This is an optimization exercise on Yosys and OpenROAD, whose aim is small area, a short achievable clock period and few clock cycles per item, not a production implementation.
Where RTL was checked, it was by simulation tests only, not by an equivalence proof against the original.
Only the layout flow was run in run 2; the RTL was not checked for function there.
Power is estimated from default activity; no workload was simulated.

<file path="config.mk">
export PLATFORM = sky130hd
export DESIGN_NAME = expu_accumulator
export DESIGN_NICKNAME = expu_accumulator
export VERILOG_FILES = /design/flow/design.v
export SDC_FILE = /design/flow/constraint.sdc
export NUM_CORES = 4
export LEC_CHECK = 0
export CAP_MARGIN = 20
export CORE_MARGIN = 2
export CORE_UTILIZATION = 40
export CTS_BUF_LIST = sky130_fd_sc_hd__clkbuf_4 sky130_fd_sc_hd__clkbuf_8
export SLEW_MARGIN = 20
export SYNTH_HIERARCHICAL = 1
</file>
<file path="constraint.sdc">
create_clock -name core_clock -period 22.0 [get_ports {clk_i}]
set_input_delay 4.4000 -clock core_clock [delete_from_list [all_inputs] [get_ports {clk_i}]]
set_output_delay 4.4000 -clock core_clock [all_outputs]
set_load 0.01 [all_outputs]
</file>
<file path="design.v">
module expu_fa (
    input  logic a,
    input  logic b,
    input  logic c,
    output logic s,
    output logic co
);
    assign s  = a ^ b ^ c;
    assign co = (a & b) | (a & c) | (b & c);
endmodule
module expu_ha (
    input  logic a,
    input  logic b,
    output logic s,
    output logic co
);
    assign s  = a ^ b;
    assign co = a & b;
endmodule
module expu_or8 (
    input  logic [7:0] a,
    output logic       y
);
    assign y = |a;
endmodule
module expu_add4_lo (
    input  logic [3:0] a,
    input  logic [3:0] b,
    output logic [3:0] s,
    output logic       co
);
    logic [3:0] p, g, c;
    logic       g32, p32, g10;
    for (genvar i = 0; i < 4; i++) begin : g_pg
        expu_ha u_pg (.a(a[i]), .b(b[i]), .s(p[i]), .co(g[i]));
    end
    assign g10  = g[1] | (p[1] & g[0]);
    assign g32  = g[3] | (p[3] & g[2]);
    assign p32  = p[3] & p[2];
    assign c[0] = g[0];
    assign c[1] = g10;
    assign c[2] = g[2] | (p[2] & c[1]);
    assign c[3] = g32 | (p32 & c[1]);
    assign s    = p ^ {c[2:0], 1'b0};
    assign co   = c[3];
endmodule
module expu_add4 (
    input  logic [3:0] a,
    input  logic [3:0] b,
    input  logic       ci,
    output logic [3:0] s,
    output logic       co
);
    logic [3:0] p, g, c;
    logic       g32, p32, g10, p10;
    for (genvar i = 0; i < 4; i++) begin : g_pg
        expu_ha u_pg (.a(a[i]), .b(b[i]), .s(p[i]), .co(g[i]));
    end
    assign g10  = g[1] | (p[1] & g[0]);
    assign p10  = p[1] & p[0];
    assign g32  = g[3] | (p[3] & g[2]);
    assign p32  = p[3] & p[2];
    assign c[0] = g[0] | (p[0] & ci);
    assign c[1] = g10 | (p10 & ci);
    assign c[2] = g[2] | (p[2] & c[1]);
    assign c[3] = g32 | (p32 & c[1]);
    assign s    = p ^ {c[2:0], ci};
    assign co   = c[3];
endmodule
module expu_add4_hi (
    input  logic [3:0] a,
    input  logic [3:0] b,
    input  logic       ci,
    input  logic       xi,
    output logic [3:0] s,
    output logic       co
);
    logic [3:0] p, g, c;
    logic       g32, p32, g10, p10;
    for (genvar i = 0; i < 4; i++) begin : g_pg
        expu_ha u_pg (.a(a[i]), .b(b[i]), .s(p[i]), .co(g[i]));
    end
    assign g10  = g[1] | (p[1] & g[0]);
    assign p10  = p[1] & p[0];
    assign g32  = g[3] | (p[3] & g[2]);
    assign p32  = p[3] & p[2];
    assign c[0] = g[0] | (p[0] & ci);
    assign c[1] = g10 | (p10 & ci);
    assign c[2] = g[2] | (p[2] & c[1]);
    assign c[3] = g32 | (p32 & c[1]);
    assign s    = p ^ {c[2:0], ci};
    assign co   = c[3] | xi;
endmodule
module expu_accumulator #(
    parameter int EXP_BITS  = 8,
    parameter int MANT_BITS = 7,
    parameter int N_ROWS    = 8,
    parameter int ACC_WIDTH = 32,
    parameter int ACC_FRAC  = 16,
    localparam int WIDTH    = EXP_BITS + MANT_BITS + 1
) (
    input  logic                      clk_i,
    input  logic                      rst_ni,
    input  logic                      clear_i,
    input  logic                      enable_i,
    input  logic                      valid_i,
    output logic                      ready_o,
    input  logic [N_ROWS-1:0]         strb_i,
    input  logic [N_ROWS*WIDTH-1:0]   op_i,
    input  logic                      last_i,
    output logic [ACC_WIDTH-1:0]      sum_o,
    output logic                      overflow_o,
    output logic                      valid_o,
    input  logic                      ready_i
);
    localparam int BLK   = 4;                   
    localparam int N_BLK = ACC_WIDTH / BLK;
    logic                 valid_q, part_q, ovf_q;
    logic [ACC_WIDTH-1:0] acc_q;                
    logic [N_BLK-1:1]     cy_q;                 
    logic                 handover, accept, keep;
    logic [N_ROWS-1:0]    lane_sat;
    logic [ACC_WIDTH-1:0] lane_val [N_ROWS];
    logic [ACC_WIDTH-1:0] acc_base, row_a, row_b, total;
    logic [N_BLK-1:1]     cy_base, cy_d;
    logic                 tree_high, ovf_early, ovf_d;
    logic [ACC_WIDTH-1:0] res;
    logic                 res_carry, res_ovf;
    assign handover = valid_q & ready_i & enable_i & ~clear_i;
    assign ready_o  = enable_i & ~clear_i & (~valid_q | ready_i);
    assign accept   = valid_i & ready_o;
    assign keep     = part_q | (valid_q & ~handover);
    assign acc_base = acc_q & {ACC_WIDTH{keep}};
    assign cy_base  = cy_q & {(N_BLK-1){keep}};
    for (genvar i = 0; i < N_ROWS; i++) begin : g_lane
        logic [15:0] x;
        logic [7:0]  e;
        logic        on;
        logic [8:0]  g;
        logic [10:0] h;
        logic [14:0] f;
        logic [4:0]  oh;
        assign x  = op_i[i*WIDTH +: WIDTH];
        assign e  = x[14:7];
        assign on = accept & strb_i[i] & ~x[15];
        assign lane_sat[i] = on & (e >= 8'd143);
        assign g[0] = x[0] & ~e[0];
        for (genvar k = 1; k < 7; k++) begin : g_g
            assign g[k] = e[0] ? x[k-1] : x[k];
        end
        assign g[7] = e[0] ? x[6] : 1'b1;
        assign g[8] = e[0];
        for (genvar k = 0; k < 11; k++) begin : g_h
            if (k < 2)      assign h[k] = g[k] & ~e[1];
            else if (k < 9) assign h[k] = e[1] ? g[k-2] : g[k];
            else            assign h[k] = g[k-2] & e[1];
        end
        for (genvar k = 0; k < 15; k++) begin : g_f
            if (k < 4)       assign f[k] = h[k] & ~e[2];
            else if (k < 11) assign f[k] = e[2] ? h[k-4] : h[k];
            else             assign f[k] = h[k-4] & e[2];
        end
        assign oh[0] = on & (e == 8'd111);
        assign oh[1] = on & (e[7:3] == 5'd14);
        assign oh[2] = on & (e[7:3] == 5'd15);
        assign oh[3] = on & (e[7:3] == 5'd16);
        assign oh[4] = on & (e[7:3] == 5'd17) & (e[2:0] != 3'd7);
        for (genvar j = 0; j < ACC_WIDTH; j++) begin : g_val
            logic t;
            always_comb begin
                t = 1'b0;
                for (int k = 0; k < 5; k++)
                    if (j + 14 - 8*k >= 0 && j + 14 - 8*k <= 14) t = t | (oh[k] & f[j + 14 - 8*k]);
            end
            assign lane_val[i][j] = t;
        end
    end
    logic ts0, tc0, ts1, tc1, ts2, tc2, ts3, tc3, ts4, tc4, ts5, tc5;
    logic ts6, tc6, ts7, tc7, ts8, tc8, ts9, tc9, ts10, tc10, ts11, tc11;
    logic ts12, tc12, ts13, tc13, ts14, tc14, ts15, tc15, ts16, tc16, ts17, tc17;
    logic ts18, tc18, ts19, tc19, ts20, tc20, ts21, tc21, ts22, tc22, ts23, tc23;
    logic ts24, tc24, ts25, tc25, ts26, tc26, ts27, tc27, ts28, tc28, ts29, tc29;
    logic ts30, tc30, ts31, tc31, ts32, tc32, ts33, tc33, ts34, tc34, ts35, tc35;
    logic ts36, tc36, ts37, tc37, ts38, tc38, ts39, tc39, ts40, tc40, ts41, tc41;
    logic ts42, tc42, ts43, tc43, ts44, tc44, ts45, tc45, ts46, tc46, ts47, tc47;
    logic ts48, tc48, ts49, tc49, ts50, tc50, ts51, tc51, ts52, tc52, ts53, tc53;
    logic ts54, tc54, ts55, tc55, ts56, tc56, ts57, tc57, ts58, tc58, ts59, tc59;
    logic ts60, tc60, ts61, tc61, ts62, tc62, ts63, tc63, ts64, tc64, ts65, tc65;
    logic ts66, tc66, ts67, tc67, ts68, tc68, ts69, tc69, ts70, tc70, ts71, tc71;
    logic ts72, tc72, ts73, tc73, ts74, tc74, ts75, tc75, ts76, tc76, ts77, tc77;
    logic ts78, tc78, ts79, tc79, ts80, tc80, ts81, tc81, ts82, tc82, ts83, tc83;
    logic ts84, tc84, ts85, tc85, ts86, tc86, ts87, tc87, ts88, tc88, ts89, tc89;
    logic ts90, tc90, ts91, tc91, ts92, tc92, ts93, tc93, ts94, tc94, ts95, tc95;
    logic ts96, tc96, ts97, tc97, ts98, tc98, ts99, tc99, ts100, tc100, ts101, tc101;
    logic ts102, tc102, ts103, tc103, ts104, tc104, ts105, tc105, ts106, tc106, ts107, tc107;
    logic ts108, tc108, ts109, tc109, ts110, tc110, ts111, tc111, ts112, tc112, ts113, tc113;
    logic ts114, tc114, ts115, tc115, ts116, tc116, ts117, tc117, ts118, tc118, ts119, tc119;
    logic ts120, tc120, ts121, tc121, ts122, tc122, ts123, tc123, ts124, tc124, ts125, tc125;
    logic ts126, tc126, ts127, tc127, ts128, tc128, ts129, tc129, ts130, tc130, ts131, tc131;
    logic ts132, tc132, ts133, tc133, ts134, tc134, ts135, tc135, ts136, tc136, ts137, tc137;
    logic ts138, tc138, ts139, tc139, ts140, tc140, ts141, tc141, ts142, tc142, ts143, tc143;
    logic ts144, tc144, ts145, tc145, ts146, tc146, ts147, tc147, ts148, tc148, ts149, tc149;
    logic ts150, tc150, ts151, tc151, ts152, tc152, ts153, tc153, ts154, tc154, ts155, tc155;
    logic ts156, tc156, ts157, tc157, ts158, tc158, ts159, tc159, ts160, tc160, ts161, tc161;
    logic ts162, tc162, ts163, tc163, ts164, tc164, ts165, tc165, ts166, tc166, ts167, tc167;
    logic ts168, tc168, ts169, tc169, ts170, tc170, ts171, tc171, ts172, tc172, ts173, tc173;
    logic ts174, tc174, ts175, tc175, ts176, tc176, ts177, tc177, ts178, tc178, ts179, tc179;
    logic ts180, tc180, ts181, tc181, ts182, tc182, ts183, tc183, ts184, tc184, ts185, tc185;
    logic ts186, tc186, ts187, tc187, ts188, tc188, ts189, tc189, ts190, tc190, ts191, tc191;
    logic ts192, tc192, ts193, tc193, ts194, tc194, ts195, tc195, ts196, tc196, ts197, tc197;
    logic ts198, tc198, ts199, tc199, ts200, tc200, ts201, tc201, ts202, tc202, ts203, tc203;
    logic ts204, tc204, ts205, tc205, ts206, tc206, ts207, tc207, ts208, tc208, ts209, tc209;
    logic ts210, tc210, ts211, tc211, ts212, tc212, ts213, tc213, ts214, tc214, ts215, tc215;
    logic ts216, tc216, ts217, tc217, ts218, tc218, ts219, tc219, ts220, tc220, ts221, tc221;
    expu_fa u_fa0 (.a(lane_val[0][0]), .b(lane_val[1][0]), .c(lane_val[2][0]), .s(ts0), .co(tc0));
    expu_ha u_ha1 (.a(lane_val[3][0]), .b(lane_val[4][0]), .s(ts1), .co(tc1));
    expu_fa u_fa2 (.a(lane_val[0][1]), .b(lane_val[1][1]), .c(lane_val[2][1]), .s(ts2), .co(tc2));
    expu_fa u_fa3 (.a(lane_val[3][1]), .b(lane_val[4][1]), .c(lane_val[5][1]), .s(ts3), .co(tc3));
    expu_ha u_ha4 (.a(lane_val[6][1]), .b(lane_val[7][1]), .s(ts4), .co(tc4));
    expu_fa u_fa5 (.a(lane_val[0][2]), .b(lane_val[1][2]), .c(lane_val[2][2]), .s(ts5), .co(tc5));
    expu_fa u_fa6 (.a(lane_val[3][2]), .b(lane_val[4][2]), .c(lane_val[5][2]), .s(ts6), .co(tc6));
    expu_fa u_fa7 (.a(lane_val[6][2]), .b(lane_val[7][2]), .c(acc_base[2]), .s(ts7), .co(tc7));
    expu_fa u_fa8 (.a(lane_val[0][3]), .b(lane_val[1][3]), .c(lane_val[2][3]), .s(ts8), .co(tc8));
    expu_fa u_fa9 (.a(lane_val[3][3]), .b(lane_val[4][3]), .c(lane_val[5][3]), .s(ts9), .co(tc9));
    expu_fa u_fa10 (.a(lane_val[6][3]), .b(lane_val[7][3]), .c(acc_base[3]), .s(ts10), .co(tc10));
    expu_fa u_fa11 (.a(lane_val[0][4]), .b(lane_val[1][4]), .c(lane_val[2][4]), .s(ts11), .co(tc11));
    expu_fa u_fa12 (.a(lane_val[3][4]), .b(lane_val[4][4]), .c(lane_val[5][4]), .s(ts12), .co(tc12));
    expu_fa u_fa13 (.a(lane_val[6][4]), .b(lane_val[7][4]), .c(acc_base[4]), .s(ts13), .co(tc13));
    expu_fa u_fa14 (.a(lane_val[0][5]), .b(lane_val[1][5]), .c(lane_val[2][5]), .s(ts14), .co(tc14));
    expu_fa u_fa15 (.a(lane_val[3][5]), .b(lane_val[4][5]), .c(lane_val[5][5]), .s(ts15), .co(tc15));
    expu_fa u_fa16 (.a(lane_val[6][5]), .b(lane_val[7][5]), .c(acc_base[5]), .s(ts16), .co(tc16));
    expu_fa u_fa17 (.a(lane_val[0][6]), .b(lane_val[1][6]), .c(lane_val[2][6]), .s(ts17), .co(tc17));
    expu_fa u_fa18 (.a(lane_val[3][6]), .b(lane_val[4][6]), .c(lane_val[5][6]), .s(ts18), .co(tc18));
    expu_fa u_fa19 (.a(lane_val[6][6]), .b(lane_val[7][6]), .c(acc_base[6]), .s(ts19), .co(tc19));
    expu_fa u_fa20 (.a(lane_val[0][7]), .b(lane_val[1][7]), .c(lane_val[2][7]), .s(ts20), .co(tc20));
    expu_fa u_fa21 (.a(lane_val[3][7]), .b(lane_val[4][7]), .c(lane_val[5][7]), .s(ts21), .co(tc21));
    expu_fa u_fa22 (.a(lane_val[6][7]), .b(lane_val[7][7]), .c(acc_base[7]), .s(ts22), .co(tc22));
    expu_fa u_fa23 (.a(lane_val[0][8]), .b(lane_val[1][8]), .c(lane_val[2][8]), .s(ts23), .co(tc23));
    expu_fa u_fa24 (.a(lane_val[3][8]), .b(lane_val[4][8]), .c(lane_val[5][8]), .s(ts24), .co(tc24));
    expu_fa u_fa25 (.a(lane_val[6][8]), .b(lane_val[7][8]), .c(acc_base[8]), .s(ts25), .co(tc25));
    expu_fa u_fa26 (.a(lane_val[0][9]), .b(lane_val[1][9]), .c(lane_val[2][9]), .s(ts26), .co(tc26));
    expu_fa u_fa27 (.a(lane_val[3][9]), .b(lane_val[4][9]), .c(lane_val[5][9]), .s(ts27), .co(tc27));
    expu_fa u_fa28 (.a(lane_val[6][9]), .b(lane_val[7][9]), .c(acc_base[9]), .s(ts28), .co(tc28));
    expu_fa u_fa29 (.a(lane_val[0][10]), .b(lane_val[1][10]), .c(lane_val[2][10]), .s(ts29), .co(tc29));
    expu_fa u_fa30 (.a(lane_val[3][10]), .b(lane_val[4][10]), .c(lane_val[5][10]), .s(ts30), .co(tc30));
    expu_fa u_fa31 (.a(lane_val[6][10]), .b(lane_val[7][10]), .c(acc_base[10]), .s(ts31), .co(tc31));
    expu_fa u_fa32 (.a(lane_val[0][11]), .b(lane_val[1][11]), .c(lane_val[2][11]), .s(ts32), .co(tc32));
    expu_fa u_fa33 (.a(lane_val[3][11]), .b(lane_val[4][11]), .c(lane_val[5][11]), .s(ts33), .co(tc33));
    expu_fa u_fa34 (.a(lane_val[6][11]), .b(lane_val[7][11]), .c(acc_base[11]), .s(ts34), .co(tc34));
    expu_fa u_fa35 (.a(lane_val[0][12]), .b(lane_val[1][12]), .c(lane_val[2][12]), .s(ts35), .co(tc35));
    expu_fa u_fa36 (.a(lane_val[3][12]), .b(lane_val[4][12]), .c(lane_val[5][12]), .s(ts36), .co(tc36));
    expu_fa u_fa37 (.a(lane_val[6][12]), .b(lane_val[7][12]), .c(acc_base[12]), .s(ts37), .co(tc37));
    expu_fa u_fa38 (.a(lane_val[0][13]), .b(lane_val[1][13]), .c(lane_val[2][13]), .s(ts38), .co(tc38));
    expu_fa u_fa39 (.a(lane_val[3][13]), .b(lane_val[4][13]), .c(lane_val[5][13]), .s(ts39), .co(tc39));
    expu_fa u_fa40 (.a(lane_val[6][13]), .b(lane_val[7][13]), .c(acc_base[13]), .s(ts40), .co(tc40));
    expu_fa u_fa41 (.a(lane_val[0][14]), .b(lane_val[1][14]), .c(lane_val[2][14]), .s(ts41), .co(tc41));
    expu_fa u_fa42 (.a(lane_val[3][14]), .b(lane_val[4][14]), .c(lane_val[5][14]), .s(ts42), .co(tc42));
    expu_fa u_fa43 (.a(lane_val[6][14]), .b(lane_val[7][14]), .c(acc_base[14]), .s(ts43), .co(tc43));
    expu_fa u_fa44 (.a(lane_val[0][15]), .b(lane_val[1][15]), .c(lane_val[2][15]), .s(ts44), .co(tc44));
    expu_fa u_fa45 (.a(lane_val[3][15]), .b(lane_val[4][15]), .c(lane_val[5][15]), .s(ts45), .co(tc45));
    expu_fa u_fa46 (.a(lane_val[6][15]), .b(lane_val[7][15]), .c(acc_base[15]), .s(ts46), .co(tc46));
    expu_fa u_fa47 (.a(lane_val[0][16]), .b(lane_val[1][16]), .c(lane_val[2][16]), .s(ts47), .co(tc47));
    expu_fa u_fa48 (.a(lane_val[3][16]), .b(lane_val[4][16]), .c(lane_val[5][16]), .s(ts48), .co(tc48));
    expu_fa u_fa49 (.a(lane_val[6][16]), .b(lane_val[7][16]), .c(acc_base[16]), .s(ts49), .co(tc49));
    expu_fa u_fa50 (.a(lane_val[0][17]), .b(lane_val[1][17]), .c(lane_val[2][17]), .s(ts50), .co(tc50));
    expu_fa u_fa51 (.a(lane_val[3][17]), .b(lane_val[4][17]), .c(lane_val[5][17]), .s(ts51), .co(tc51));
    expu_fa u_fa52 (.a(lane_val[6][17]), .b(lane_val[7][17]), .c(acc_base[17]), .s(ts52), .co(tc52));
    expu_fa u_fa53 (.a(lane_val[0][18]), .b(lane_val[1][18]), .c(lane_val[2][18]), .s(ts53), .co(tc53));
    expu_fa u_fa54 (.a(lane_val[3][18]), .b(lane_val[4][18]), .c(lane_val[5][18]), .s(ts54), .co(tc54));
    expu_fa u_fa55 (.a(lane_val[6][18]), .b(lane_val[7][18]), .c(acc_base[18]), .s(ts55), .co(tc55));
    expu_fa u_fa56 (.a(lane_val[0][19]), .b(lane_val[1][19]), .c(lane_val[2][19]), .s(ts56), .co(tc56));
    expu_fa u_fa57 (.a(lane_val[3][19]), .b(lane_val[4][19]), .c(lane_val[5][19]), .s(ts57), .co(tc57));
    expu_fa u_fa58 (.a(lane_val[6][19]), .b(lane_val[7][19]), .c(acc_base[19]), .s(ts58), .co(tc58));
    expu_fa u_fa59 (.a(lane_val[0][20]), .b(lane_val[1][20]), .c(lane_val[2][20]), .s(ts59), .co(tc59));
    expu_fa u_fa60 (.a(lane_val[3][20]), .b(lane_val[4][20]), .c(lane_val[5][20]), .s(ts60), .co(tc60));
    expu_fa u_fa61 (.a(lane_val[6][20]), .b(lane_val[7][20]), .c(acc_base[20]), .s(ts61), .co(tc61));
    expu_fa u_fa62 (.a(lane_val[0][21]), .b(lane_val[1][21]), .c(lane_val[2][21]), .s(ts62), .co(tc62));
    expu_fa u_fa63 (.a(lane_val[3][21]), .b(lane_val[4][21]), .c(lane_val[5][21]), .s(ts63), .co(tc63));
    expu_fa u_fa64 (.a(lane_val[6][21]), .b(lane_val[7][21]), .c(acc_base[21]), .s(ts64), .co(tc64));
    expu_fa u_fa65 (.a(lane_val[0][22]), .b(lane_val[1][22]), .c(lane_val[2][22]), .s(ts65), .co(tc65));
    expu_fa u_fa66 (.a(lane_val[3][22]), .b(lane_val[4][22]), .c(lane_val[5][22]), .s(ts66), .co(tc66));
    expu_fa u_fa67 (.a(lane_val[6][22]), .b(lane_val[7][22]), .c(acc_base[22]), .s(ts67), .co(tc67));
    expu_fa u_fa68 (.a(lane_val[0][23]), .b(lane_val[1][23]), .c(lane_val[2][23]), .s(ts68), .co(tc68));
    expu_fa u_fa69 (.a(lane_val[3][23]), .b(lane_val[4][23]), .c(lane_val[5][23]), .s(ts69), .co(tc69));
    expu_fa u_fa70 (.a(lane_val[6][23]), .b(lane_val[7][23]), .c(acc_base[23]), .s(ts70), .co(tc70));
    expu_fa u_fa71 (.a(lane_val[0][24]), .b(lane_val[1][24]), .c(lane_val[2][24]), .s(ts71), .co(tc71));
    expu_fa u_fa72 (.a(lane_val[3][24]), .b(lane_val[4][24]), .c(lane_val[5][24]), .s(ts72), .co(tc72));
    expu_fa u_fa73 (.a(lane_val[6][24]), .b(lane_val[7][24]), .c(acc_base[24]), .s(ts73), .co(tc73));
    expu_fa u_fa74 (.a(lane_val[0][25]), .b(lane_val[1][25]), .c(lane_val[2][25]), .s(ts74), .co(tc74));
    expu_fa u_fa75 (.a(lane_val[3][25]), .b(lane_val[4][25]), .c(lane_val[5][25]), .s(ts75), .co(tc75));
    expu_fa u_fa76 (.a(lane_val[6][25]), .b(lane_val[7][25]), .c(acc_base[25]), .s(ts76), .co(tc76));
    expu_fa u_fa77 (.a(lane_val[0][26]), .b(lane_val[1][26]), .c(lane_val[2][26]), .s(ts77), .co(tc77));
    expu_fa u_fa78 (.a(lane_val[3][26]), .b(lane_val[4][26]), .c(lane_val[5][26]), .s(ts78), .co(tc78));
    expu_fa u_fa79 (.a(lane_val[6][26]), .b(lane_val[7][26]), .c(acc_base[26]), .s(ts79), .co(tc79));
    expu_fa u_fa80 (.a(lane_val[0][27]), .b(lane_val[1][27]), .c(lane_val[2][27]), .s(ts80), .co(tc80));
    expu_fa u_fa81 (.a(lane_val[3][27]), .b(lane_val[4][27]), .c(lane_val[5][27]), .s(ts81), .co(tc81));
    expu_fa u_fa82 (.a(lane_val[6][27]), .b(lane_val[7][27]), .c(acc_base[27]), .s(ts82), .co(tc82));
    expu_fa u_fa83 (.a(lane_val[0][28]), .b(lane_val[1][28]), .c(lane_val[2][28]), .s(ts83), .co(tc83));
    expu_fa u_fa84 (.a(lane_val[3][28]), .b(lane_val[4][28]), .c(lane_val[5][28]), .s(ts84), .co(tc84));
    expu_fa u_fa85 (.a(lane_val[6][28]), .b(lane_val[7][28]), .c(acc_base[28]), .s(ts85), .co(tc85));
    expu_fa u_fa86 (.a(lane_val[0][29]), .b(lane_val[1][29]), .c(lane_val[2][29]), .s(ts86), .co(tc86));
    expu_fa u_fa87 (.a(lane_val[3][29]), .b(lane_val[4][29]), .c(lane_val[5][29]), .s(ts87), .co(tc87));
    expu_fa u_fa88 (.a(lane_val[6][29]), .b(lane_val[7][29]), .c(acc_base[29]), .s(ts88), .co(tc88));
    expu_fa u_fa89 (.a(lane_val[0][30]), .b(lane_val[1][30]), .c(lane_val[2][30]), .s(ts89), .co(tc89));
    expu_fa u_fa90 (.a(lane_val[3][30]), .b(lane_val[4][30]), .c(lane_val[5][30]), .s(ts90), .co(tc90));
    expu_fa u_fa91 (.a(lane_val[6][30]), .b(lane_val[7][30]), .c(acc_base[30]), .s(ts91), .co(tc91));
    expu_fa u_fa92 (.a(lane_val[0][31]), .b(lane_val[1][31]), .c(lane_val[2][31]), .s(ts92), .co(tc92));
    expu_fa u_fa93 (.a(lane_val[3][31]), .b(lane_val[4][31]), .c(lane_val[5][31]), .s(ts93), .co(tc93));
    expu_fa u_fa94 (.a(lane_val[6][31]), .b(lane_val[7][31]), .c(acc_base[31]), .s(ts94), .co(tc94));
    expu_fa u_fa95 (.a(ts0), .b(ts1), .c(lane_val[5][0]), .s(ts95), .co(tc95));
    expu_fa u_fa96 (.a(tc0), .b(tc1), .c(ts2), .s(ts96), .co(tc96));
    expu_ha u_ha97 (.a(ts3), .b(ts4), .s(ts97), .co(tc97));
    expu_fa u_fa98 (.a(tc2), .b(tc3), .c(tc4), .s(ts98), .co(tc98));
    expu_fa u_fa99 (.a(ts5), .b(ts6), .c(ts7), .s(ts99), .co(tc99));
    expu_fa u_fa100 (.a(tc5), .b(tc6), .c(tc7), .s(ts100), .co(tc100));
    expu_fa u_fa101 (.a(ts8), .b(ts9), .c(ts10), .s(ts101), .co(tc101));
    expu_fa u_fa102 (.a(tc8), .b(tc9), .c(tc10), .s(ts102), .co(tc102));
    expu_fa u_fa103 (.a(ts11), .b(ts12), .c(ts13), .s(ts103), .co(tc103));
    expu_fa u_fa104 (.a(tc11), .b(tc12), .c(tc13), .s(ts104), .co(tc104));
    expu_fa u_fa105 (.a(ts14), .b(ts15), .c(ts16), .s(ts105), .co(tc105));
    expu_fa u_fa106 (.a(tc14), .b(tc15), .c(tc16), .s(ts106), .co(tc106));
    expu_fa u_fa107 (.a(ts17), .b(ts18), .c(ts19), .s(ts107), .co(tc107));
    expu_fa u_fa108 (.a(tc17), .b(tc18), .c(tc19), .s(ts108), .co(tc108));
    expu_fa u_fa109 (.a(ts20), .b(ts21), .c(ts22), .s(ts109), .co(tc109));
    expu_fa u_fa110 (.a(tc20), .b(tc21), .c(tc22), .s(ts110), .co(tc110));
    expu_fa u_fa111 (.a(ts23), .b(ts24), .c(ts25), .s(ts111), .co(tc111));
    expu_fa u_fa112 (.a(tc23), .b(tc24), .c(tc25), .s(ts112), .co(tc112));
    expu_fa u_fa113 (.a(ts26), .b(ts27), .c(ts28), .s(ts113), .co(tc113));
    expu_fa u_fa114 (.a(tc26), .b(tc27), .c(tc28), .s(ts114), .co(tc114));
    expu_fa u_fa115 (.a(ts29), .b(ts30), .c(ts31), .s(ts115), .co(tc115));
    expu_fa u_fa116 (.a(tc29), .b(tc30), .c(tc31), .s(ts116), .co(tc116));
    expu_fa u_fa117 (.a(ts32), .b(ts33), .c(ts34), .s(ts117), .co(tc117));
    expu_fa u_fa118 (.a(tc32), .b(tc33), .c(tc34), .s(ts118), .co(tc118));
    expu_fa u_fa119 (.a(ts35), .b(ts36), .c(ts37), .s(ts119), .co(tc119));
    expu_fa u_fa120 (.a(tc35), .b(tc36), .c(tc37), .s(ts120), .co(tc120));
    expu_fa u_fa121 (.a(ts38), .b(ts39), .c(ts40), .s(ts121), .co(tc121));
    expu_fa u_fa122 (.a(tc38), .b(tc39), .c(tc40), .s(ts122), .co(tc122));
    expu_fa u_fa123 (.a(ts41), .b(ts42), .c(ts43), .s(ts123), .co(tc123));
    expu_fa u_fa124 (.a(tc41), .b(tc42), .c(tc43), .s(ts124), .co(tc124));
    expu_fa u_fa125 (.a(ts44), .b(ts45), .c(ts46), .s(ts125), .co(tc125));
    expu_fa u_fa126 (.a(tc44), .b(tc45), .c(tc46), .s(ts126), .co(tc126));
    expu_fa u_fa127 (.a(ts47), .b(ts48), .c(ts49), .s(ts127), .co(tc127));
    expu_fa u_fa128 (.a(tc47), .b(tc48), .c(tc49), .s(ts128), .co(tc128));
    expu_fa u_fa129 (.a(ts50), .b(ts51), .c(ts52), .s(ts129), .co(tc129));
    expu_fa u_fa130 (.a(tc50), .b(tc51), .c(tc52), .s(ts130), .co(tc130));
    expu_fa u_fa131 (.a(ts53), .b(ts54), .c(ts55), .s(ts131), .co(tc131));
    expu_fa u_fa132 (.a(tc53), .b(tc54), .c(tc55), .s(ts132), .co(tc132));
    expu_fa u_fa133 (.a(ts56), .b(ts57), .c(ts58), .s(ts133), .co(tc133));
    expu_fa u_fa134 (.a(tc56), .b(tc57), .c(tc58), .s(ts134), .co(tc134));
    expu_fa u_fa135 (.a(ts59), .b(ts60), .c(ts61), .s(ts135), .co(tc135));
    expu_fa u_fa136 (.a(tc59), .b(tc60), .c(tc61), .s(ts136), .co(tc136));
    expu_fa u_fa137 (.a(ts62), .b(ts63), .c(ts64), .s(ts137), .co(tc137));
    expu_fa u_fa138 (.a(tc62), .b(tc63), .c(tc64), .s(ts138), .co(tc138));
    expu_fa u_fa139 (.a(ts65), .b(ts66), .c(ts67), .s(ts139), .co(tc139));
    expu_fa u_fa140 (.a(tc65), .b(tc66), .c(tc67), .s(ts140), .co(tc140));
    expu_fa u_fa141 (.a(ts68), .b(ts69), .c(ts70), .s(ts141), .co(tc141));
    expu_fa u_fa142 (.a(tc68), .b(tc69), .c(tc70), .s(ts142), .co(tc142));
    expu_fa u_fa143 (.a(ts71), .b(ts72), .c(ts73), .s(ts143), .co(tc143));
    expu_fa u_fa144 (.a(tc71), .b(tc72), .c(tc73), .s(ts144), .co(tc144));
    expu_fa u_fa145 (.a(ts74), .b(ts75), .c(ts76), .s(ts145), .co(tc145));
    expu_fa u_fa146 (.a(tc74), .b(tc75), .c(tc76), .s(ts146), .co(tc146));
    expu_fa u_fa147 (.a(ts77), .b(ts78), .c(ts79), .s(ts147), .co(tc147));
    expu_fa u_fa148 (.a(tc77), .b(tc78), .c(tc79), .s(ts148), .co(tc148));
    expu_fa u_fa149 (.a(ts80), .b(ts81), .c(ts82), .s(ts149), .co(tc149));
    expu_fa u_fa150 (.a(tc80), .b(tc81), .c(tc82), .s(ts150), .co(tc150));
    expu_fa u_fa151 (.a(ts83), .b(ts84), .c(ts85), .s(ts151), .co(tc151));
    expu_fa u_fa152 (.a(tc83), .b(tc84), .c(tc85), .s(ts152), .co(tc152));
    expu_fa u_fa153 (.a(ts86), .b(ts87), .c(ts88), .s(ts153), .co(tc153));
    expu_fa u_fa154 (.a(tc86), .b(tc87), .c(tc88), .s(ts154), .co(tc154));
    expu_fa u_fa155 (.a(ts89), .b(ts90), .c(ts91), .s(ts155), .co(tc155));
    expu_fa u_fa156 (.a(tc89), .b(tc90), .c(tc91), .s(ts156), .co(tc156));
    expu_fa u_fa157 (.a(ts92), .b(ts93), .c(ts94), .s(ts157), .co(tc157));
    expu_ha u_ha158 (.a(ts95), .b(lane_val[6][0]), .s(ts158), .co(tc158));
    expu_fa u_fa159 (.a(tc95), .b(ts96), .c(ts97), .s(ts159), .co(tc159));
    expu_fa u_fa160 (.a(tc96), .b(tc97), .c(ts98), .s(ts160), .co(tc160));
    expu_fa u_fa161 (.a(tc98), .b(tc99), .c(ts100), .s(ts161), .co(tc161));
    expu_fa u_fa162 (.a(tc100), .b(tc101), .c(ts102), .s(ts162), .co(tc162));
    expu_fa u_fa163 (.a(tc102), .b(tc103), .c(ts104), .s(ts163), .co(tc163));
    expu_fa u_fa164 (.a(tc104), .b(tc105), .c(ts106), .s(ts164), .co(tc164));
    expu_fa u_fa165 (.a(tc106), .b(tc107), .c(ts108), .s(ts165), .co(tc165));
    expu_fa u_fa166 (.a(tc108), .b(tc109), .c(ts110), .s(ts166), .co(tc166));
    expu_fa u_fa167 (.a(tc110), .b(tc111), .c(ts112), .s(ts167), .co(tc167));
    expu_fa u_fa168 (.a(tc112), .b(tc113), .c(ts114), .s(ts168), .co(tc168));
    expu_fa u_fa169 (.a(tc114), .b(tc115), .c(ts116), .s(ts169), .co(tc169));
    expu_fa u_fa170 (.a(tc116), .b(tc117), .c(ts118), .s(ts170), .co(tc170));
    expu_fa u_fa171 (.a(tc118), .b(tc119), .c(ts120), .s(ts171), .co(tc171));
    expu_fa u_fa172 (.a(tc120), .b(tc121), .c(ts122), .s(ts172), .co(tc172));
    expu_fa u_fa173 (.a(tc122), .b(tc123), .c(ts124), .s(ts173), .co(tc173));
    expu_fa u_fa174 (.a(tc124), .b(tc125), .c(ts126), .s(ts174), .co(tc174));
    expu_fa u_fa175 (.a(tc126), .b(tc127), .c(ts128), .s(ts175), .co(tc175));
    expu_fa u_fa176 (.a(tc128), .b(tc129), .c(ts130), .s(ts176), .co(tc176));
    expu_fa u_fa177 (.a(tc130), .b(tc131), .c(ts132), .s(ts177), .co(tc177));
    expu_fa u_fa178 (.a(tc132), .b(tc133), .c(ts134), .s(ts178), .co(tc178));
    expu_fa u_fa179 (.a(tc134), .b(tc135), .c(ts136), .s(ts179), .co(tc179));
    expu_fa u_fa180 (.a(tc136), .b(tc137), .c(ts138), .s(ts180), .co(tc180));
    expu_fa u_fa181 (.a(tc138), .b(tc139), .c(ts140), .s(ts181), .co(tc181));
    expu_fa u_fa182 (.a(tc140), .b(tc141), .c(ts142), .s(ts182), .co(tc182));
    expu_fa u_fa183 (.a(tc142), .b(tc143), .c(ts144), .s(ts183), .co(tc183));
    expu_fa u_fa184 (.a(tc144), .b(tc145), .c(ts146), .s(ts184), .co(tc184));
    expu_fa u_fa185 (.a(tc146), .b(tc147), .c(ts148), .s(ts185), .co(tc185));
    expu_fa u_fa186 (.a(tc148), .b(tc149), .c(ts150), .s(ts186), .co(tc186));
    expu_fa u_fa187 (.a(tc150), .b(tc151), .c(ts152), .s(ts187), .co(tc187));
    expu_fa u_fa188 (.a(tc152), .b(tc153), .c(ts154), .s(ts188), .co(tc188));
    expu_fa u_fa189 (.a(tc154), .b(tc155), .c(ts156), .s(ts189), .co(tc189));
    expu_ha u_ha190 (.a(ts158), .b(lane_val[7][0]), .s(ts190), .co(tc190));
    expu_fa u_fa191 (.a(tc158), .b(ts159), .c(acc_base[1]), .s(ts191), .co(tc191));
    expu_fa u_fa192 (.a(tc159), .b(ts160), .c(ts99), .s(ts192), .co(tc192));
    expu_fa u_fa193 (.a(tc160), .b(ts161), .c(ts101), .s(ts193), .co(tc193));
    expu_fa u_fa194 (.a(tc161), .b(ts162), .c(ts103), .s(ts194), .co(tc194));
    expu_fa u_fa195 (.a(tc162), .b(ts163), .c(ts105), .s(ts195), .co(tc195));
    expu_fa u_fa196 (.a(tc163), .b(ts164), .c(ts107), .s(ts196), .co(tc196));
    expu_fa u_fa197 (.a(tc164), .b(ts165), .c(ts109), .s(ts197), .co(tc197));
    expu_fa u_fa198 (.a(tc165), .b(ts166), .c(ts111), .s(ts198), .co(tc198));
    expu_fa u_fa199 (.a(tc166), .b(ts167), .c(ts113), .s(ts199), .co(tc199));
    expu_fa u_fa200 (.a(tc167), .b(ts168), .c(ts115), .s(ts200), .co(tc200));
    expu_fa u_fa201 (.a(tc168), .b(ts169), .c(ts117), .s(ts201), .co(tc201));
    expu_fa u_fa202 (.a(tc169), .b(ts170), .c(ts119), .s(ts202), .co(tc202));
    expu_fa u_fa203 (.a(tc170), .b(ts171), .c(ts121), .s(ts203), .co(tc203));
    expu_fa u_fa204 (.a(tc171), .b(ts172), .c(ts123), .s(ts204), .co(tc204));
    expu_fa u_fa205 (.a(tc172), .b(ts173), .c(ts125), .s(ts205), .co(tc205));
    expu_fa u_fa206 (.a(tc173), .b(ts174), .c(ts127), .s(ts206), .co(tc206));
    expu_fa u_fa207 (.a(tc174), .b(ts175), .c(ts129), .s(ts207), .co(tc207));
    expu_fa u_fa208 (.a(tc175), .b(ts176), .c(ts131), .s(ts208), .co(tc208));
    expu_fa u_fa209 (.a(tc176), .b(ts177), .c(ts133), .s(ts209), .co(tc209));
    expu_fa u_fa210 (.a(tc177), .b(ts178), .c(ts135), .s(ts210), .co(tc210));
    expu_fa u_fa211 (.a(tc178), .b(ts179), .c(ts137), .s(ts211), .co(tc211));
    expu_fa u_fa212 (.a(tc179), .b(ts180), .c(ts139), .s(ts212), .co(tc212));
    expu_fa u_fa213 (.a(tc180), .b(ts181), .c(ts141), .s(ts213), .co(tc213));
    expu_fa u_fa214 (.a(tc181), .b(ts182), .c(ts143), .s(ts214), .co(tc214));
    expu_fa u_fa215 (.a(tc182), .b(ts183), .c(ts145), .s(ts215), .co(tc215));
    expu_fa u_fa216 (.a(tc183), .b(ts184), .c(ts147), .s(ts216), .co(tc216));
    expu_fa u_fa217 (.a(tc184), .b(ts185), .c(ts149), .s(ts217), .co(tc217));
    expu_fa u_fa218 (.a(tc185), .b(ts186), .c(ts151), .s(ts218), .co(tc218));
    expu_fa u_fa219 (.a(tc186), .b(ts187), .c(ts153), .s(ts219), .co(tc219));
    expu_fa u_fa220 (.a(tc187), .b(ts188), .c(ts155), .s(ts220), .co(tc220));
    expu_fa u_fa221 (.a(tc188), .b(ts189), .c(ts157), .s(ts221), .co(tc221));
    assign row_a = {tc220, tc219, tc218, tc217, tc216, tc215, tc214, tc213, tc212, tc211, tc210, tc209, tc208, tc207, tc206, tc205, tc204, tc203, tc202, tc201, tc200, tc199, tc198, tc197, tc196, tc195, tc194, tc193, tc192, tc191, tc190, ts190};
    assign row_b = {ts221, ts220, ts219, ts218, ts217, ts216, ts215, ts214, ts213, ts212, ts211, ts210, ts209, ts208, ts207, ts206, ts205, ts204, ts203, ts202, ts201, ts200, ts199, ts198, ts197, ts196, ts195, ts194, ts193, ts192, ts191, acc_base[0]};
    expu_or8 u_high (.a({tc221, tc189, tc157, tc156, tc94, tc93, tc92, ovf_early}), .y(tree_high));
    assign ovf_early = (keep & ovf_q) | (|lane_sat);
    for (genvar k = 0; k < N_BLK; k++) begin : g_blk
        if (k == 0) begin : g_lo
            expu_add4_lo u_add (
                .a  (row_a[BLK*k +: BLK]),
                .b  (row_b[BLK*k +: BLK]),
                .s  (total[BLK*k +: BLK]),
                .co (cy_d[k+1])
            );
        end else if (k < N_BLK - 1) begin : g_mid
            expu_add4 u_add (
                .a  (row_a[BLK*k +: BLK]),
                .b  (row_b[BLK*k +: BLK]),
                .ci (cy_base[k]),
                .s  (total[BLK*k +: BLK]),
                .co (cy_d[k+1])
            );
        end else begin : g_hi
            expu_add4_hi u_add (
                .a  (row_a[BLK*k +: BLK]),
                .b  (row_b[BLK*k +: BLK]),
                .ci (cy_base[k]),
                .xi (tree_high),
                .s  (total[BLK*k +: BLK]),
                .co (ovf_d)
            );
        end
    end
    always_ff @(posedge clk_i or negedge rst_ni) begin
        if (!rst_ni) begin
            valid_q <= 1'b0;
            part_q  <= 1'b0;
            ovf_q   <= 1'b0;
        end else if (clear_i) begin
            valid_q <= 1'b0;
            part_q  <= 1'b0;
            ovf_q   <= ovf_d;
        end else begin
            if (accept) begin
                valid_q <= last_i;
                part_q  <= ~last_i;
            end else if (handover) begin
                valid_q <= 1'b0;
            end
            ovf_q <= ovf_d;
        end
    end
    always_ff @(posedge clk_i) begin
        acc_q <= total;
        cy_q  <= cy_d;
    end
    always_comb begin
        logic [ACC_WIDTH-1:0] cy_vec;
        cy_vec = '0;
        for (int k = 1; k < N_BLK; k++) cy_vec[BLK*k] = cy_q[k];
        {res_carry, res} = {1'b0, acc_q} + {1'b0, cy_vec};
    end
    assign res_ovf = ovf_q | res_carry;
    assign sum_o      = res | {ACC_WIDTH{res_ovf}};
    assign overflow_o = res_ovf;
    assign valid_o    = valid_q;
endmodule
</file>
<file path="run.sh">
#!/bin/bash
# synth_recipe.tcl (not shown) runs the flow's synth.tcl, then flattens the netlist and writes it again
# the make line also repeats each setting of config.mk as NAME=value (left out here)
make -C /OpenROAD-flow-scripts/flow DESIGN_CONFIG=/design/flow/config.mk WORK_HOME=/design/flow/orfs CLKGATE_MAP_FILE= SYNTH_SCRIPT=/design/flow/synth_recipe.tcl finish
</file>
==> results of run 1 <==
cells in the mapped netlist (all sizes together) (3+ instances only):
master and number:
o22ai 165, nand3 36, or4 8, a21oi 62, inv 21, nand2 120, and3 6, and2 4
nand4 8, nor3b 15, dfxtp 39, xnor2 21, a31o 9, a211oi 3, nand3b 17, a2111oi 6
nor3 13, or2 13, a31oi 10, mux2 25, nor4 3, a21o 7, nand2b 38, ha 61
mux2i 64, nand4b 8, xor2 15, nor2 209, o21a 9, or3b 6, nor2b 45, fa 217
dfrtp 3, buf 22, clkbuf 54, o21ai 28
cell usage in the layout, fill, tap and decap left out, types with 25 or more instances in the layout:
cell type        Yosys  routed
mux2_2              25      25
nand3_1             36      36
o22ai_1            165     165
ha_1                61      61
nor2_1             208     208
nor2b_1             45      45
a21oi_1             56      55
nand2b_1            37      37
mux2i_1             64      64
dfxtp_1             39      39
clkdlybuf4s50_1      0     177
fa_1               217     217
nand2_1            114     114
o21ai_0             28      28
modules after synthesis, one instance, submodules excluded:
module	copies in the design	flops+latches
expu_accumulator	1	42
expu_add4	6	0
expu_add4_hi	1	0
expu_add4_lo	1	0
expu_fa	217	0
expu_or8	1	0
expu_ha	37	0
logic make-up (layout without fill, tap and decap cells):
logic type | Yosys count | count (layout) | share of synthesized area, %
AO/OA/AOI/OAI | 315 | 315 | 16.10
XOR/XNOR | 36 | 36 | 2.546
adder cells (fa/ha/maj) | 278 | 278 | 41.24
buffers and inverters | 97 | 209 | 3.778
flip-flops | 42 | 42 | 6.910
multiplexers | 90 | 90 | 7.627
AND/OR/NAND/NOR | 552 | 552 | 21.80
power by group through the flow:
stage | clock network, W | registers, W | logic, W
6_report | 0.0000663 | 0.0000777 | 0.000122
5_1_grt | 0.0000710 | 0.0000778 | 0.000131
3_5_place_dp | 0 | 0.0000794 | 0.000120
3_3_place_gp | 0 | 0.0000794 | 0.000120
4_1_cts | 0.0000684 | 0.0000776 | 0.000120
2_1_floorplan | 0 | 0.0000791 | 0.0000634
area by class of cell:
class                      count  area (sq um)  area share [%]
clock inverter                 2         37.54          0.2606
tap                          396         495.5           3.440
inverter                      21         78.83          0.5473
clock buffer                   6         76.32          0.5299
multi-input combinational   1271         11070           76.82
timing repair buffer         180          1794           12.46
sequential                    42         855.8           5.942
registers in the layout, indices dropped and copies added (netlist names):
signal,cells
ovf_q,1
part_q,1
valid_q,1
cy_q,7
acc_q,32
worst reg2reg max path, delay by kind of cell, from the launching register on:
kind	cells	cell delay [ns]
adders and majority gates	6	2.53
AOI/OAI and AO/OA	3	0.99
DFF	1	0.47
xor gates and xnor gates	1	0.12
buffers and inverters	1	0.32
and+or+nand+nor	5	1.17
stage by stage:
step,setup slack (ns),power [W],utilization [%],hold slack (ns),area (sq um)
finish,11.87,0.0002660,47.21,0.5843,14400
floorplan,12.86,0.0001425,-,0.5366,12390
global placement,11.90,0.0001991,46.84,0.5768,14290
global route,11.82,0.0002797,47.21,0.6248,14400
CTS,11.87,0.0002665,47.21,0.5905,14400
detailed placement,11.86,0.0001992,46.84,0.5774,14290
per-layer routing:
metal	routed length (um)	vias to the layer above	GRT usage, %
met5	0	-	0
li1	-	5244	-
met2	20600	479	45.26
met3	3069	81	3.788
met4	2025	0	11.41
met1	20350	5481	39.38
worst min-delay path by stage:
stage	from	to	slack, ns	cells past startpoint
after detailed placement	part_q	part_q	0.58	2
after global routing	part_q	part_q	0.62	2
after floorplan	part_q	part_q	0.54	2
after global placement	acc_q[0]	acc_q[0]	0.58	2
final	part_q	part_q	0.58	2
after CTS	part_q	part_q	0.59	2
==> flow_summary.yaml, run 1 <==
clocking:
  cts_setup_buffers: 0
  post_cts_resized: 0
  cts_buffers: 5
  ctsHtreeMaxLevel: 2
  clockBufferDepth: 2
  cts.sinks: 42
  clk_pin_slew_ns: 0.09
  clk_latency_ns: 0.33
  cts.hold.buffers_added: 0
  cts_root_buffer: "clkbuf_8"
  cts_tree: "built"
drt:
  drt_wl_total_mm: 46.04
  wire_per_inst_um: 24.01
  route.detailed.drc: 0
  vias: 11290
  ant_nets: 0
  routed_via_density: 5.884
  firstDrtPassIters: 5
  drt_iter0_markers: 1161
sta:
  fmax_mhz: 98.76
  grt_setup_unrepaired: "false"
  finalCriticalPeriod_ns: 10.13
  setup-violations-final: 0
  setup_tns_ns: 0
  worst_slew_pin_slew_ns: 0.9250
  slew_headroom_pct: 36.74
  post-route-period-util_pct: 46.03
  fin_skew_ns: 0.01162
  drv_slew: 0
  finalHoldViolations: 0
setup_path:
  startpoint: "enable_i"
  crit_path_frequent_cell: "clkdlybuf4s50_1"
  ff2ff_setup_slack_ns: 16.33
  rr_worst_depth: 16
  required_ns: 17.60
  critical_path_depth: 4
  r2r-end: "acc_q[19]"
  path_buf_inv: 2
  worstPathCellList: "clkdlybuf4s50_1 -> nand2b_4 -> a21oi_1 -> clkdlybuf4s50_1"
  worstSetupPathType: "in -> out"
  cp_slowest_cell: "clkdlybuf4s50_1"
  endpoint_kind: "primary output"
  crit_family: "buffers and inverters"
  cp-endpoint: "ready_o"
  arrival_ns: 5.73
  max_stage_delay_ns: 0.56
  cp_max_fo: 3
  crit_path_start_kind: "primary input"
  worstReg2RegStart: "valid_q"
grt:
  grt_first_pass_wirelength_mm: 69.39
  grt_max_degree: 41
  track_usage_pct: 28.48
  grt_overflow: 0
  antenna_found_initial: 0
  grt_pass1_vias: 11470
pwr:
  ir_drop_v: 0.00001902
  switchingPower_w: 0.0001020
  comb_power_share_pct: 45.9
  cellPowerDensity_mw_per_mm2: 18.47
  switching_share_pct: 38.33
  pwr-share-clk_pct: 24.9
  seqPwrFrac_pct: 29.2
  p_leak_nw: 6.720
  internal-power_w: 0.0001640
run_status:
  status: "timing/DRC/antenna clean"
yosys:
  synth_top_area_share_pct: 35.07
  ys_types: 63
  synth-edff-count: 0
  synthArstFlopShare_pct: 7.143
  synth_fp_nets: 1831
  netlist_area_sq_mm: 0.01239
  synth_cells: 1410
  yosysSeqAreaShare_pct: 6.910
  synth_area_leaders: "fa_1 (35%), o22ai_1 (8.3%), dfxtp_1 (6.3%), nor2_1 (6.3%), ha_1 (6.2%)"
  ys_warn_count: 9
  synth_area_per_cell_sq_um: 8.784
  ys_ff_latch: 42
  synth-main-ff-cell: "dfxtp_1"
  synth_top_area_cell: "fa_1"
layout:
  fillers: 2984
  final_nets: 1942
  diodes: 0
  drive_gt1_share_pct: 4.336
  stdcell_count: 1918
  area_growth_pct: 16.29
floorplanning:
  io_pins: 178
  coreArea_sq_mm: 0.03051
  start_util_pct: 40.60
  num_rows: 64
  die_area_sq_mm: 0.03239
  dieHeight_um: 180.0
  dieWidth_um: 180.0
placement:
  dp.cells: 1910
  hpwl_mm: 40.32
  finalWeightedCongestion: 0.9909
  io_buffers: 177
worst_hold_path:
  hp-class: "reg -> reg"
job:
  maxCapViolations: 0
Testbench counts, summed over its fixed seeds: cycles 4,808, items 4,800.
==> run 2, diff against run 1 <==
--- a/design.v
+++ b/design.v
@@ -18,4 +18,21 @@
     assign co = a & b;
 endmodule
+module expu_result (
+    input  logic [31:0] acc,
+    input  logic [7:1]  cy,
+    input  logic        ovf,
+    output logic [31:0] sum,
+    output logic        sat
+);
+    logic [31:0] cy_vec, res;
+    logic        carry;
+    always_comb begin
+        cy_vec = '0;
+        for (int k = 1; k < 8; k++) cy_vec[4*k] = cy[k];
+    end
+    assign {carry, res} = {1'b0, acc} + {1'b0, cy_vec};
+    assign sat = ovf | carry;
+    assign sum = res | {32{sat}};
+endmodule
 module expu_or8 (
     input  logic [7:0] a,
@@ -125,6 +142,4 @@
     logic [N_BLK-1:1]     cy_base, cy_d;
     logic                 tree_high, ovf_early, ovf_d;
-    logic [ACC_WIDTH-1:0] res;
-    logic                 res_carry, res_ovf;
     assign handover = valid_q & ready_i & enable_i & ~clear_i;
     assign ready_o  = enable_i & ~clear_i & (~valid_q | ready_i);
@@ -489,13 +504,11 @@
         cy_q  <= cy_d;
     end
-    always_comb begin
-        logic [ACC_WIDTH-1:0] cy_vec;
-        cy_vec = '0;
-        for (int k = 1; k < N_BLK; k++) cy_vec[BLK*k] = cy_q[k];
-        {res_carry, res} = {1'b0, acc_q} + {1'b0, cy_vec};
-    end
-    assign res_ovf = ovf_q | res_carry;
-    assign sum_o      = res | {ACC_WIDTH{res_ovf}};
-    assign overflow_o = res_ovf;
+    expu_result u_result (
+        .acc (acc_q),
+        .cy  (cy_q),
+        .ovf (ovf_q),
+        .sum (sum_o),
+        .sat (overflow_o)
+    );
     assign valid_o    = valid_q;
 endmodule
==> flow/run.sh (new file) <==
#!/bin/bash
# The standard layout (standard.sh: the ORFS flow, standard synthesis included), with two
# changes: the input and output port buffers are the smallest plain buffer, buf_1, instead of the
# cell buffer_ports picks by itself (a 10 um2 delay buffer); and timing repair aims at a setup
# slack of 12.6 ns on the design's clock, so that it speeds up the critical paths.
set -euo pipefail
export BUFFER_PORTS_ARGS="-buffer_cell sky130_fd_sc_hd__buf_1"
export SETUP_SLACK_MARGIN=12.6
bash standard.sh > standard_make.log 2>&1
==> standard.sh (new file) <==
#!/bin/bash
# synth_recipe.tcl (not shown) runs the flow's synth.tcl, then flattens the netlist and writes it again
# the make line also repeats each setting of config.mk as NAME=value (left out here)
make -C /OpenROAD-flow-scripts/flow DESIGN_CONFIG=/design/flow/config.mk WORK_HOME=/design/flow/orfs CLKGATE_MAP_FILE= SYNTH_SCRIPT=/design/flow/synth_recipe.tcl "${@:-finish}"
removed: run.sh
==> run 2 against run 1 <==
Effect of this change:
- die area rose by 2.9%
- flip-flop and latch count stayed put
- first-iteration DRC count fell by 5.6%
- synthesized cell count unchanged
- count of clock-buffer cells in the layout unchanged
- area after synthesis is 3.0% higher
- non-clock buffer count is 2 higher
- via count is 2.2% higher
- setup slack better by 0.79 ns
- routed wire length down 2.2%
- critical endpoint unchanged
- largest power group unchanged
==> flow_summary.yaml, run 2 <==
grt:
  grt_max_degree: 41
  grt_overflow: 0
  grt_first_pass_wirelength_mm: 68.03
  antenna_found_initial: 1
  track_usage_pct: 27.33
  grt_pass1_vias: 11210
yosys:
  synth-main-ff-cell: "dfxtp_1"
  synth.area.mux_share_pct: 10.87
  ys_types: 68
  synth-simple-area-share_pct: 20.95
  ys_ff_latch: 42
  synth_top_family_by_area: "adder cells"
  synth_fp_nets: 1831
  synth-edff-count: 0
  synth_compound_area_share_pct: 15.37
  synth.most_common_cell: "fa_1"
  synth_area_leaders: "fa_1 (34%), o22ai_1 (6.3%), mux2i_1 (6.3%), dfxtp_1 (6.1%), ha_1 (6.0%)"
  yosysSeqAreaShare_pct: 6.708
  ys_warn_count: 10
  synth_xor_area_share_pct: 2.334
  synth_area_per_cell_sq_um: 9.049
  synthArstFlopShare_pct: 7.143
  ys_top_cells_by_count: "fa_1 (217), nor2_1 (176), o22ai_1 (129), nand2_1 (91), mux2i_1 (80)"
  synth_top_area_cell: "fa_1"
  netlist_area_sq_mm: 0.01276
  synth_cells: 1410
  synth_adder_area_share_pct: 40.03
  synth_top_area_share_pct: 34.05
layout:
  final_nets: 1941
  diodes: 0
  fin_area_sq_mm: 0.01369
  area_growth_pct: 7.316
  layout.area.seq_sq_um: 855.8
  layout_commonest_cell: "fa_1"
  largest_register_ffs: 32
  largest_register: "acc_q"
  fillers: 3187
  reg.largest.list: "acc_q (32), cy_q (7)"
  drive_gt1_share_pct: 5.720
  final_cell_mix: "fa_1 (217), nor2_1 (176), buf_1 (175), o22ai_1 (129), nand2_1 (91)"
  multi_input_area_sq_mm: 0.01145
clocking:
  ctsHtreeMaxLevel: 2
  cts_root_buffer: "clkbuf_8"
  clk_latency_ns: 0.34
  clockBufferDepth: 2
  cts_buffers: 5
  cts.sinks: 42
  cts_tree: "built"
  clk_pin_slew_ns: 0.12
floorplanning:
  dieHeight_um: 182.6
  dieWidth_um: 182.6
  die_area_sq_mm: 0.03334
  start_util_pct: 40.54
  num_rows: 65
  io_pins: 178
  coreArea_sq_mm: 0.03147
pwr:
  power_w: 0.0002670
  cellPowerDensity_mw_per_mm2: 19.50
  p_leak_nw: 6.404
  ir_drop_v: 0.00002415
setup_path:
  path_buf_inv: 2
  cp_slowest_cell: "nor2b_4"
  crit_family: "simple AND/OR/NAND/NOR gates"
  endpoint_kind: "primary output"
  cp_max_fo: 3
  crit_path_start_kind: "primary input"
  arrival_ns: 4.94
  ff2ff_setup_slack_ns: 16.75
  worstSetupPathType: "in -> out"
  max_stage_delay_ns: 0.17
  required_ns: 17.60
  worstPathCellList: "buf_1 -> nor2b_4 -> and2_1 -> buf_2"
placement:
  placed_cell_area_sq_mm: 0.01353
  io_buffers: 177
  finalWeightedCongestion: 1.050
  place_ws_ns: 12.49
  hpwl_mm: 39.11
drt:
  vias: 11540
  firstDrtPassIters: 5
  wire_per_inst_um: 23.41
  drt_wl_total_mm: 45.02
  route.detailed.drc: 0
  drt_iter0_markers: 1096
  ant_nets: 0
  routed_via_density: 6.000
sta:
  setup_tns_ns: 0
  finalWorstSetupSlack_ns: 12.66
  post-route-period-util_pct: 42.45
  finalHoldViolations: 0
  finalCriticalPeriod_ns: 9.338
  drv_slew: 0
  grt_setup_unrepaired: "false"
  setup-violations-final: 0
  fmax_mhz: 107.1
  worst_slew_pin_slew_ns: 0.9101
  slew_headroom_pct: 39.33
  timing.hold.ws_ns: 0.5963
  fin_skew_ns: 0.03974
worst_hold_path:
  hp-class: "reg -> reg"
run_status:
  status: "timing/DRC/antenna clean"
job:
  maxCapViolations: 0
run 2: changes by cell type after synthesis, sizes merged, moves of 11 or more:
cell / delta
o22ai: -36
nor2: -32
buf: +28
clkbuf: -25
nand2: -23
nand3: +17
mux2i: +16
a211oi: +14
nor2b: +13
nand3b: -12
or3: +11
run 2: path summary, 6_finish.rpt:
path | startpoint | to | cells past startpoint
worst max-delay path | enable_i | ready_o | 4
max in group asynchronous | rst_ni | ovf_q | 1
worst min register to register | part_q | part_q | 2
worst min-delay path | part_q | part_q | 2
min in group asynchronous | rst_ni | valid_q | 1
worst max register to register | valid_q | acc_q[19] | 15
run 2: timing repair:
item / 4_1_cts / 5_1_grt
setup buffers: 0 / 3
resized for setup: 1 / 5
pin swaps: 0 / 1
setup endpoints to repair: 1 / 6
hold buffers: 0 / 0
cloned: 0 / 0
run 2: through the flow:
step	cells	util [%]
finish	1923	43.50
global route	1923	43.50
CTS	1920	43.36
detailed placement	1912	42.99
global placement	1912	42.99
floorplan	1410	-
run 2: layout make-up:
| cell class | instances | share of cell area [%] |
|---|---|---|
| Multi-Input combinational cell | 1272 | 83.63 |
| Sequential cell | 42 | 6.251 |
| Clock inverter | 2 | 0.2741 |
| Inverter | 17 | 0.4661 |
| Tap cell | 402 | 3.674 |
| Clock buffer | 6 | 0.5574 |
| Timing Repair Buffer | 182 | 5.145 |
run 2: cell families (layout without fill, tap and decap cells):
group / after synthesis / count (layout)
AO/OA/AOI/OAI: 303 / 303
AND/OR/NAND/NOR: 536 / 536
multiplexers: 121 / 121
flip-flops: 42 / 42
XOR/XNOR: 34 / 34
adder cells (fa/ha/maj): 278 / 278
buffers and inverters: 96 / 207
run 2: Yosys stat by module (local to each module, per instance), excerpt:
module / copies in the design / cells / flops+latches / area (sq um)
expu_add4_lo: 1 / 9 / 0 / 70.07
expu_or8: 1 / 3 / 0 / 16.27
expu_ha: 37 / 1 / 0 / 12.51
expu_accumulator: 1 / 927 / 42 / 6335
expu_add4: 6 / 11 / 0 / 86.33
expu_fa: 217 / 1 / 0 / 20.02
run 2: worst min-delay path: stages (launching register included):
cell,delay (ns)
dfrtp_1,0.41
nor2_1,0.11
a211oi_1,0.05
run 2: power by group:
group          internal [W]  switching [W]  leakage [nW]
Combinational     0.0000421      0.0000781          5.99
Sequential        0.0000768    0.000000974         0.355
Clock             0.0000352      0.0000338        0.0548
Total              0.000154       0.000113          6.40
run 2: routing by layer:
layer,vias to the layer above,part of all wire (%),global-route usage (%)
met2,595,43,42.07
met5,-,0.027,0
met4,2,4.2,10.19
met1,5563,45,39.00
li1,5293,-,-
met3,85,8.3,4.011

-- static timing again, ports no longer ideal --
Ports are ideal in the flow. The routed layouts listed here were re-timed in OpenROAD. Step 1 assumes that a clkbuf_16 drives the clock port and a buf_2 every other input. Step 2, shift: input delay + t, output delay - t, t = (earliest + latest rising clock arrival at the registers) / 2. This alone moves slack from input paths to output paths. a / b / c = ideal / step 1 / step 2; a / b = the first two.
run	t, ns	slack for setup (ns)	hold slack, ns	clock arrival spread, ns
run 1	0.366	11.874 / 11.846 / 11.846	0.584 / 0.584 / 0.584	0.011 / 0.011
run 2	0.367	12.662 / 12.641 / 12.520	0.596 / 0.596 / 0.596	0.041 / 0.041
After both steps every run listed still meets setup and hold. For run 2, which loses most, drivers alone change the setup slack by -0.021 ns; drivers and shift together by -0.142 ns.
